From an optimization exercise on the open Yosys and OpenROAD flow, aimed at small area and a short achievable clock period; shortcuts taken in it are not production practice. The RTL was checked by simulation tests, not by an equivalence proof against the original design. Power and IR drop assume default switching activity.

===== run.sh =====
#!/bin/bash
# synth_recipe.tcl (not shown) runs the flow's synth.tcl, then flattens the netlist and writes it again
# the make line also repeats each setting of config.mk as NAME=value (left out here)
make -C /OpenROAD-flow-scripts/flow DESIGN_CONFIG=/design/flow/config.mk WORK_HOME=/design/flow/orfs CLKGATE_MAP_FILE= SYNTH_SCRIPT=/design/flow/synth_recipe.tcl finish

===== config.mk =====
export PLATFORM = sky130hd
export DESIGN_NAME = sensor_min_max_avg_tracker
export DESIGN_NICKNAME = sensor_min_max_avg_tracker
export VERILOG_FILES = /design/flow/design.v
export SDC_FILE = /design/flow/constraint.sdc
export NUM_CORES = 4
export LEC_CHECK = 0
export CAP_MARGIN = 20
export CORE_MARGIN = 2
export CORE_UTILIZATION = 40
export SLEW_MARGIN = 20

===== constraint.sdc =====
create_clock -name core_clock -period 6.5 [get_ports {clock}]
set_input_delay 1.3000 -clock core_clock [delete_from_list [all_inputs] [get_ports {clock}]]
set_output_delay 1.3000 -clock core_clock [all_outputs]
set_load 0.01 [all_outputs]

===== design.v =====
package smmat_pkg;
   localparam int QUEUE_DEPTH = 4;
   localparam int PERIOD_W    = 24;
   localparam int STAMP_W     = 25;
   localparam int VALUE_W     = 17;
   localparam int NUM_CH      = 3;
   localparam logic [1:0] CSR_FULL_STATS    = 2'd0;
   localparam logic [1:0] CSR_SAMPLE_PERIOD = 2'd1;
   localparam logic [1:0] CSR_REPORT_PERIOD = 2'd2;
   localparam logic [1:0] CH_TEMP = 2'd0;
   localparam logic [1:0] CH_VIS  = 2'd1;
   localparam logic [1:0] CH_IR   = 2'd2;
   localparam logic [PERIOD_W-1:0] SAMPLE_PERIOD_RESET = 24'd3600;
   localparam logic [PERIOD_W-1:0] REPORT_PERIOD_RESET = 24'd86400;
   localparam logic signed [7:0]         TEMP_HIGH_RESET  = 8'sh80;
   localparam logic signed [7:0]         TEMP_LOW_RESET   = 8'sh7F;
   localparam logic [15:0]               LIGHT_TOP        = 16'hFFFF;
   localparam logic [15:0]               LIGHT_HIGH_RESET = 16'h0000;
   localparam logic signed [STAMP_W-1:0] STAMP_NONE       = 25'h1FFFFFF;
   localparam int TICK_W = 8 + 16 + 16 + STAMP_W + 1 + 1;
   localparam int REP_W = 4 * VALUE_W + 2 * STAMP_W;
endpackage
module smmat_queue #(
   parameter int DEPTH = smmat_pkg::QUEUE_DEPTH,
   parameter int WIDTH = smmat_pkg::TICK_W
) (
   input  logic             clock,
   input  logic             reset,
   input  logic             push,
   input  logic [WIDTH-1:0] wdata,
   input  logic             pop,
   output logic [WIDTH-1:0] rdata,
   output logic             full,
   output logic             empty
);
   localparam int PTR_W = (DEPTH > 1) ? $clog2(DEPTH) : 1;
   localparam int CNT_W = $clog2(DEPTH + 1);
   logic [DEPTH-1:0][WIDTH-1:0] entry_ff;
   logic [PTR_W-1:0]            wr_ptr_ff;
   logic [PTR_W-1:0]            rd_ptr_ff;
   logic [CNT_W-1:0]            count_ff;
   logic                        do_push;
   logic                        do_pop;
   assign full    = (count_ff == CNT_W'(DEPTH));
   assign empty   = (count_ff == '0);
   assign do_push = push && !full;
   assign do_pop  = pop && !empty;
   assign rdata   = entry_ff[rd_ptr_ff];
   always_ff @(posedge clock) begin
      if (do_push) begin
         entry_ff[wr_ptr_ff] <= wdata;
      end
   end
   always_ff @(posedge clock) begin
      if (reset) begin
         wr_ptr_ff <= '0;
         rd_ptr_ff <= '0;
         count_ff  <= '0;
      end else begin
         if (do_push) begin
            wr_ptr_ff <= (wr_ptr_ff == PTR_W'(DEPTH - 1)) ? '0 : wr_ptr_ff + 1'b1;
         end
         if (do_pop) begin
            rd_ptr_ff <= (rd_ptr_ff == PTR_W'(DEPTH - 1)) ? '0 : rd_ptr_ff + 1'b1;
         end
         if (do_push && !do_pop) begin
            count_ff <= count_ff + 1'b1;
         end else if (!do_push && do_pop) begin
            count_ff <= count_ff - 1'b1;
         end
      end
   end
endmodule
module smmat_front (
   input  logic                                 clock,
   input  logic                                 reset,
   input  logic                                 req_push,
   output logic                                 req_full,
   input  logic                                 req_func,
   input  logic signed [7:0]                    req_temp_sample,
   input  logic [15:0]                          req_visible_sample,
   input  logic [15:0]                          req_infrared_sample,
   input  logic                                 full_stats,
   input  logic [smmat_pkg::PERIOD_W-1:0]       sample_period,
   input  logic [smmat_pkg::PERIOD_W-1:0]       report_period,
   input  logic                                 q_full,
   output logic                                 tick_push,
   output logic [smmat_pkg::TICK_W-1:0]         tick
);
   logic signed [smmat_pkg::STAMP_W-1:0] countdown_ff;
   logic signed [smmat_pkg::STAMP_W-1:0] countdown_in;
   logic signed [smmat_pkg::STAMP_W-1:0] cd_next;
   logic signed [smmat_pkg::STAMP_W-1:0] reload;
   logic                                 accept;
   logic                                 report;
   assign req_full  = q_full;
   assign accept    = req_push && !q_full;
   assign reload    = $signed({1'b0, report_period});
   assign cd_next   = countdown_ff - $signed({1'b0, sample_period});
   assign report    = cd_next[smmat_pkg::STAMP_W-1] || (cd_next == '0);
   assign tick_push = accept && !req_func;
   assign tick = {req_temp_sample, req_visible_sample, req_infrared_sample,
                  cd_next, report, full_stats};
   always_comb begin
      countdown_in = countdown_ff;
      if (accept) begin
         if (req_func || report) begin
            countdown_in = reload;
         end else begin
            countdown_in = cd_next;
         end
      end
   end
   always_ff @(posedge clock) begin
      if (reset) begin
         countdown_ff <= $signed({1'b0, smmat_pkg::REPORT_PERIOD_RESET});
      end else begin
         countdown_ff <= countdown_in;
      end
   end
endmodule
module smmat_back (
   input  logic                                     clock,
   input  logic                                     reset,
   input  logic [smmat_pkg::TICK_W-1:0]             head,
   input  logic                                     q_empty,
   output logic                                     q_pop,
   output logic                                     rsp_empty,
   input  logic                                     rsp_pop,
   output logic [1:0]                               rsp_channel,
   output logic signed [smmat_pkg::VALUE_W-1:0]     rsp_current,
   output logic signed [smmat_pkg::VALUE_W-1:0]     rsp_average,
   output logic signed [smmat_pkg::VALUE_W-1:0]     rsp_maximum,
   output logic signed [smmat_pkg::STAMP_W-1:0]     rsp_max_time,
   output logic signed [smmat_pkg::VALUE_W-1:0]     rsp_minimum,
   output logic signed [smmat_pkg::STAMP_W-1:0]     rsp_min_time,
   output logic                                     rsp_last
);
   localparam int SW = smmat_pkg::STAMP_W;
   localparam int RW = smmat_pkg::REP_W;
   logic signed [7:0]    head_temp;
   logic [15:0]          head_vis;
   logic [15:0]          head_ir;
   logic signed [SW-1:0] head_stamp;
   logic                 head_report;
   logic                 head_full;
   assign {head_temp, head_vis, head_ir, head_stamp, head_report, head_full} = head;
   logic signed [7:0]    temp_now_ff, temp_mean_ff, temp_high_ff, temp_low_ff;
   logic signed [SW-1:0] temp_hi_t_ff, temp_lo_t_ff;
   logic signed [7:0]    temp_now_in, temp_mean_in, temp_high_in, temp_low_in;
   logic signed [SW-1:0] temp_hi_t_in, temp_lo_t_in;
   logic [1:0][15:0]     light_now_ff, light_mean_ff, light_high_ff, light_low_ff;
   logic [1:0][SW-1:0]   light_hi_t_ff, light_lo_t_ff;
   logic [1:0][15:0]     light_now_in, light_mean_in, light_high_in, light_low_in;
   logic [1:0][SW-1:0]   light_hi_t_in, light_lo_t_in;
   logic [RW-1:0]        rep_t_ff, rep_v_ff, rep_i_ff;
   logic [RW-1:0]        rep_t_in, rep_v_in, rep_i_in;
   logic [RW-1:0]        rep_sel;
   logic                 rep_valid_ff;
   logic [1:0]           beat_ff;
   logic signed [8:0]    tsum;
   logic signed [8:0]    tsum_adj;
   logic [1:0][15:0]     sample;
   logic [1:0][16:0]     lsum;
   logic                 out_take;
   logic                 out_done;
   logic                 load_ok;
   assign sample[0] = head_vis;
   assign sample[1] = head_ir;
   assign out_take  = rsp_pop && rep_valid_ff;
   assign out_done  = out_take && (beat_ff == smmat_pkg::CH_IR);
   assign load_ok   = !rep_valid_ff || out_done;
   assign q_pop     = !q_empty && (!head_report || load_ok);
   assign tsum     = {head_temp[7], head_temp} + {temp_now_ff[7], temp_now_ff};
   assign tsum_adj = tsum + {8'd0, tsum[8] & tsum[0]};
   always_comb begin
      temp_now_in  = head_temp;
      temp_mean_in = temp_mean_ff;
      temp_high_in = temp_high_ff;
      temp_low_in  = temp_low_ff;
      temp_hi_t_in = temp_hi_t_ff;
      temp_lo_t_in = temp_lo_t_ff;
      if (head_full) begin
         temp_mean_in = tsum_adj[8:1];
         if (head_temp > temp_high_ff) begin
            temp_high_in = head_temp;
            temp_hi_t_in = head_stamp;
         end
         if (head_temp < temp_low_ff) begin
            temp_low_in  = head_temp;
            temp_lo_t_in = head_stamp;
         end
      end
   end
   for (genvar i = 0; i < 2; i++) begin : g_light
      assign lsum[i] = {1'b0, sample[i]} + {1'b0, light_now_ff[i]};
      always_comb begin
         light_now_in[i]  = sample[i];
         light_mean_in[i] = light_mean_ff[i];
         light_high_in[i] = light_high_ff[i];
         light_low_in[i]  = light_low_ff[i];
         light_hi_t_in[i] = light_hi_t_ff[i];
         light_lo_t_in[i] = light_lo_t_ff[i];
         if (head_full) begin
            light_mean_in[i] = lsum[i][16:1];
            if (sample[i] > light_high_ff[i]) begin
               light_high_in[i] = sample[i];
               light_hi_t_in[i] = head_stamp;
            end
            if (sample[i] < light_low_ff[i]) begin
               light_low_in[i]  = sample[i];
               light_lo_t_in[i] = head_stamp;
            end
         end
      end
   end
   assign rep_t_in = {{{9{temp_now_in[7]}}, temp_now_in},
                      {{9{temp_mean_in[7]}}, temp_mean_in},
                      {{9{temp_high_in[7]}}, temp_high_in},
                      temp_hi_t_in,
                      {{9{temp_low_in[7]}}, temp_low_in},
                      temp_lo_t_in};
   assign rep_v_in = {{1'b0, light_now_in[0]},
                      {1'b0, light_mean_in[0]},
                      {1'b0, light_high_in[0]},
                      light_hi_t_in[0],
                      {1'b0, light_low_in[0]},
                      light_lo_t_in[0]};
   assign rep_i_in = {{1'b0, light_now_in[1]},
                      {1'b0, light_mean_in[1]},
                      {1'b0, light_high_in[1]},
                      light_hi_t_in[1],
                      {1'b0, light_low_in[1]},
                      light_lo_t_in[1]};
   always_ff @(posedge clock) begin
      if (reset || (q_pop && head_report)) begin
         temp_now_ff  <= smmat_pkg::TEMP_LOW_RESET;
         temp_mean_ff <= smmat_pkg::TEMP_LOW_RESET;
         temp_high_ff <= smmat_pkg::TEMP_HIGH_RESET;
         temp_low_ff  <= smmat_pkg::TEMP_LOW_RESET;
         temp_hi_t_ff <= smmat_pkg::STAMP_NONE;
         temp_lo_t_ff <= smmat_pkg::STAMP_NONE;
         for (int i = 0; i < 2; i++) begin
            light_now_ff[i]  <= smmat_pkg::LIGHT_TOP;
            light_mean_ff[i] <= smmat_pkg::LIGHT_TOP;
            light_high_ff[i] <= smmat_pkg::LIGHT_HIGH_RESET;
            light_low_ff[i]  <= smmat_pkg::LIGHT_TOP;
            light_hi_t_ff[i] <= smmat_pkg::STAMP_NONE;
            light_lo_t_ff[i] <= smmat_pkg::STAMP_NONE;
         end
      end else if (q_pop) begin
         temp_now_ff   <= temp_now_in;
         temp_mean_ff  <= temp_mean_in;
         temp_high_ff  <= temp_high_in;
         temp_low_ff   <= temp_low_in;
         temp_hi_t_ff  <= temp_hi_t_in;
         temp_lo_t_ff  <= temp_lo_t_in;
         light_now_ff  <= light_now_in;
         light_mean_ff <= light_mean_in;
         light_high_ff <= light_high_in;
         light_low_ff  <= light_low_in;
         light_hi_t_ff <= light_hi_t_in;
         light_lo_t_ff <= light_lo_t_in;
      end
   end
   always_ff @(posedge clock) begin
      if (q_pop && head_report) begin
         rep_t_ff <= rep_t_in;
         rep_v_ff <= rep_v_in;
         rep_i_ff <= rep_i_in;
      end
   end
   always_ff @(posedge clock) begin
      if (reset) begin
         rep_valid_ff <= 1'b0;
         beat_ff      <= smmat_pkg::CH_TEMP;
      end else if (q_pop && head_report) begin
         rep_valid_ff <= 1'b1;
         beat_ff      <= smmat_pkg::CH_TEMP;
      end else if (out_done) begin
         rep_valid_ff <= 1'b0;
         beat_ff      <= smmat_pkg::CH_TEMP;
      end else if (out_take) begin
         beat_ff      <= beat_ff + 1'b1;
      end
   end
   always_comb begin
      case (beat_ff)
         smmat_pkg::CH_TEMP: rep_sel = rep_t_ff;
         smmat_pkg::CH_VIS:  rep_sel = rep_v_ff;
         default:            rep_sel = rep_i_ff;
      endcase
   end
   assign rsp_empty = !rep_valid_ff;
   assign rsp_channel = beat_ff;
   assign {rsp_current, rsp_average, rsp_maximum, rsp_max_time, rsp_minimum, rsp_min_time} =
      rep_sel;
   assign rsp_last = (beat_ff == smmat_pkg::CH_IR);
endmodule
module sensor_min_max_avg_tracker #(
   parameter int QUEUE_DEPTH = smmat_pkg::QUEUE_DEPTH
) (
   input  logic                                 clock,
   input  logic                                 reset,
   input  logic                                 req_push,
   output logic                                 req_full,
   input  logic                                 req_func,
   input  logic signed [7:0]                    req_temp_sample,
   input  logic [15:0]                          req_visible_sample,
   input  logic [15:0]                          req_infrared_sample,
   output logic                                 rsp_empty,
   input  logic                                 rsp_pop,
   output logic [1:0]                           rsp_channel,
   output logic signed [smmat_pkg::VALUE_W-1:0] rsp_current,
   output logic signed [smmat_pkg::VALUE_W-1:0] rsp_average,
   output logic signed [smmat_pkg::VALUE_W-1:0] rsp_maximum,
   output logic signed [smmat_pkg::STAMP_W-1:0] rsp_max_time,
   output logic signed [smmat_pkg::VALUE_W-1:0] rsp_minimum,
   output logic signed [smmat_pkg::STAMP_W-1:0] rsp_min_time,
   output logic                                 rsp_last,
   input  logic                                 csr_valid,
   output logic                                 csr_ready,
   input  logic [1:0]                           csr_index,
   input  logic [smmat_pkg::PERIOD_W-1:0]       csr_data
);
   logic                                full_stats_ff;
   logic [smmat_pkg::PERIOD_W-1:0]      sample_period_ff;
   logic [smmat_pkg::PERIOD_W-1:0]      report_period_ff;
   logic                                csr_write;
   logic                                tick_push;
   logic                                q_pop;
   logic [smmat_pkg::TICK_W-1:0]        tick;
   logic [smmat_pkg::TICK_W-1:0]        head;
   logic                                q_full;
   logic                                q_empty;
   assign csr_ready = 1'b1;
   assign csr_write = csr_valid && csr_ready;
   always_ff @(posedge clock) begin
      if (reset) begin
         full_stats_ff    <= 1'b1;
         sample_period_ff <= smmat_pkg::SAMPLE_PERIOD_RESET;
         report_period_ff <= smmat_pkg::REPORT_PERIOD_RESET;
      end else if (csr_write) begin
         unique case (csr_index)
            smmat_pkg::CSR_FULL_STATS:    full_stats_ff    <= csr_data[0];
            smmat_pkg::CSR_SAMPLE_PERIOD: sample_period_ff <= csr_data;
            smmat_pkg::CSR_REPORT_PERIOD: report_period_ff <= csr_data;
            default: ;
         endcase
      end
   end
   smmat_front u_front (
      .clock               (clock),
      .reset               (reset),
      .req_push            (req_push),
      .req_full            (req_full),
      .req_func            (req_func),
      .req_temp_sample     (req_temp_sample),
      .req_visible_sample  (req_visible_sample),
      .req_infrared_sample (req_infrared_sample),
      .full_stats          (full_stats_ff),
      .sample_period       (sample_period_ff),
      .report_period       (report_period_ff),
      .q_full              (q_full),
      .tick_push           (tick_push),
      .tick                (tick)
   );
   smmat_queue #(
      .DEPTH (QUEUE_DEPTH),
      .WIDTH (smmat_pkg::TICK_W)
   ) u_queue (
      .clock  (clock),
      .reset  (reset),
      .push   (tick_push),
      .wdata  (tick),
      .pop    (q_pop),
      .rdata  (head),
      .full   (q_full),
      .empty  (q_empty)
   );
   smmat_back u_back (
      .clock        (clock),
      .reset        (reset),
      .head         (head),
      .q_empty      (q_empty),
      .q_pop        (q_pop),
      .rsp_empty    (rsp_empty),
      .rsp_pop      (rsp_pop),
      .rsp_channel  (rsp_channel),
      .rsp_current  (rsp_current),
      .rsp_average  (rsp_average),
      .rsp_maximum  (rsp_maximum),
      .rsp_max_time (rsp_max_time),
      .rsp_minimum  (rsp_minimum),
      .rsp_min_time (rsp_min_time),
      .rsp_last     (rsp_last)
   );
endmodule

==> flow_metrics.py <==
metrics = {
    "final_layout": {
        "final_nets": 4860,
        "regArea_um2": 25300,
        "fillCellCount": 10800,
        "synthToLayoutAreaGrowth_pct": 14.8,
        "multi_input_area_um2": 18900,
        "drive_gt1_frac": 0.114,
        "final_area_um2": 53600,
    },
    "yosys": {
        "synthFlopType": "edfxtp_1",
        "ys_types": 80,
        "syn_area_um2": 46700,
        "syn_avg_cell_area_um2": 10.2,
        "synth_area_leader_cell": "edfxtp_1",
        "synthTopCellsByCount": "nand2_1, edfxtp_1, inv_1",
        "ys_warn_count": 4,
        "synthArstFlopShare": 0,
        "synth_nets": 4827,
        "yosysMostFrequentCell": "nand2_1",
        "synth_seq_area_share": 0.540,
        "yosysTopAreaCellShare": 0.371,
        "ys_ff_latch": 972,
        "synthTopCellsByArea": "edfxtp_1, dfxtp_1, nand2_1",
        "synth_edf_count": 578,
        "postSynthCellCount": 4601,
    },
    "timing": {
        "fin_setup_tns_ps": 0,
        "tightest_slew_ps": 1200,
        "hold_ws_ps": 453,
        "fmax_mhz": 193,
        "drv_slew": 0,
        "grt_setup_unrepaired": "no",
        "fin_crit_sh": 0.798,
        "finalHoldViolCount": 0,
        "finalCriticalPeriod_ps": 5190,
        "setup_viol": 0,
        "skew_ps": 51.5,
        "max_slew_margin": 0.203,
    },
    "die": {
        "die_y_um": 346,
        "die_w_um": 346,
        "ioPinCount": 196,
        "start_util": 0.403,
        "core_um2": 116000,
        "rows": 125,
        "die-area_um2": 120000,
    },
    "clocking": {
        "clock_latency_ps": 710,
        "cts.sinks": 972,
        "clockRootBuffer": "clkbuf_16",
        "cts_setup_buffers": 0,
        "cts_buffers": 104,
        "clockBufferDepth": 3,
        "clk_pin_slew_ps": 60,
        "htree_levels": 3,
        "cts_tree": "yes",
        "cts_resized": 0,
        "postCtsHoldBufs": 0,
    },
    "status": {
        "status": "complete, no violations",
    },
    "drt": {
        "wirelength_um": 129000,
        "drt_iter0_drc": 2926,
        "vias": 34100,
        "viasPerCell": 5.45,
        "wl_per_cell_um": 20.6,
        "drc_errors": 0,
        "drt_first_pass_iters": 5,
        "final_antenna_net_count": 0,
    },
    "power": {
        "p_per_area_nw_per_um2": 586,
        "peakVddDrop_v": 0.000625,
        "p_leak_nw": 20.6,
    },
    "worst_setup_path": {
        "worstPathArrival_ps": 3890,
        "crit_path_end_kind": "output port",
        "startpoint_type": "flip-flop",
        "criticalPathCategory": "reg2out",
        "worstPathMaxFanout": 62,
        "required_ps": 5200,
    },
    "worst_hold_path": {
        "hold_path_class": "reg2reg",
    },
    "placement": {
        "port_buffers": 194,
        "routabilityCongestion": 0.840,
        "place_area_um2": 50000,
        "hpwl_um": 81000,
    },
    "flow_run": {
        "drv_cap": 0,
    },
    "global_routing": {
        "grt_max_degree": 186,
        "grt_usage": 0.210,
        "grt_pass1_wl_um": 199000,
        "overflow": 0,
        "grt_pass1_vias": 32900,
        "antenna_found_initial": 12,
    },
}
-- worst paths after layout --
kind	start	to	slack (ps)	depth (start not counted)
hold reg to reg	report_period_ff[2]	report_period_ff[2]	450	2
hold / removal	report_period_ff[2]	report_period_ff[2]	450	2
setup / recovery	u_back.beat_ff[1]	rsp_average[0]	1310	6
setup reg to reg	u_queue.rd_ptr_ff[0]	u_back.light_hi_t_ff[32]	1710	15
-- state kept, by name (all words and copies together), names as in the netlist, 32 cells and up --
register,flops
u_back.rep_i_ff,114
u_back.light_low_ff,32
u_back.rep_v_ff,114
u_back.light_high_ff,32
u_back.rep_t_ff,82
u_back.light_lo_t_ff,50
u_back.light_now_ff,32
u_back.light_mean_ff,32
u_queue.entry_ff,268
u_back.light_hi_t_ff,50
-- layout make-up --
type                    instances  area share
multi-input cells            2898       0.352
flip-flops and latches        972       0.471
diodes                          1   0.0000467
repair buffers                251      0.0459
inverters                     407      0.0285
clock inverters                57      0.0133
well taps                    1524      0.0356
clock buffers                 136      0.0536
-- metrics by stage --
stage / utilization / power [mW] / setup WS (ps) / instances
after floorplan: - / 20.2 / -543 / 4601
after global placement: 0.431 / 25.1 / 1400 / 6051
after detailed placement: 0.431 / 25.3 / 1390 / 6051
after CTS: 0.462 / 31.5 / 1220 / 6244
after global routing: 0.462 / 33.4 / 1100 / 6245
final: 0.462 / 31.4 / 1310 / 6246
-- report_power, final --
part | internal [mW] | leakage, nW | switching, mW
Clock | 3.61 | 1.75 | 2.56
Combinational | 5.81 | 10.3 | 9.06
Sequential | 9.48 | 8.55 | 0.882
Total | 18.9 | 20.6 | 12.5
-- cells by family (layout without fill, tap and decap cells) --
kind of cell,Yosys count,count (layout),synth area share
DFF,972,972,0.540
and+or+nand+nor,1463,1463,0.135
other,1,2,0.0000802
AOI/OAI and AO/OA,934,934,0.128
muxes,305,305,0.0883
xor gates and xnor gates,41,41,0.00768
adders and majority gates,154,154,0.0420
buffers and inverters,731,851,0.0593
-- layer usage --
metal | wire length, um | up-vias | global-route usage
met1 | 60900 | 16600 | 0.305
met5 | 106 | - | 0
met2 | 57900 | 934 | 0.328
met3 | 7300 | 180 | 0.0349
li1 | - | 16300 | -
met4 | 2550 | 16 | 0.0488
-- critical path: stages, from the launching register on --
cell	delay, ps
dfxtp_1	330
inv_1	150
ha_4	710
buf_4	780
a22oi_1	380
nand2_1	220
clkdlybuf4s50_1	550
-- cells in the final DEF (no fill, tap or decap), types with 21 or more instances in the layout --
| cell | count |
|---|---|
| nand2_1 | 912 |
| edfxtp_1 | 578 |
| inv_1 | 406 |
| dfxtp_1 | 392 |
| o21ai_0 | 280 |
| mux2_2 | 196 |
| clkdlybuf4s50_1 | 193 |
| nand3_1 | 187 |
| a21oi_1 | 175 |
| ha_1 | 143 |
| nor2_1 | 132 |
| o22ai_1 | 109 |
| clkbuf_16 | 104 |
| a22oi_1 | 78 |
| mux4_2 | 66 |
| o211ai_1 | 53 |
| buf_4 | 50 |
| nor3_1 | 47 |
| mux2i_1 | 43 |
| a21o_1 | 40 |
| a211o_1 | 40 |
| a221o_1 | 38 |
| and2_1 | 36 |
| nand4_1 | 22 |
| xnor2_1 | 21 |

==> afterwards: timing with drivers on the ports <==
Ports are ideal in the flow. The routed layout listed here was re-timed in OpenROAD. Step 1 sets driving cells, clkbuf_16 on the clock port and buf_2 on the other inputs (assumed; they add their load-dependent delay and slew). Step 2 moves the port delays by t, midway between the first and last clock arrival at a register: inputs arrive t later, outputs are due t later. That takes back most of the time a late clock gives input paths. a / b / c = ideal / step 1 / step 2; a / b = the first two.
shift t [ns]: 0.767
setup WS [ns]: 1.310 / 1.232 / 1.711
hold slack, ns: 0.453 / 0.453 / 0.453
clock arrival spread, ns: 0.052 / 0.052
After both steps this run still meets setup and hold. The setup slack of this run moves by -0.078 ns with the drivers and by +0.401 ns with both steps.
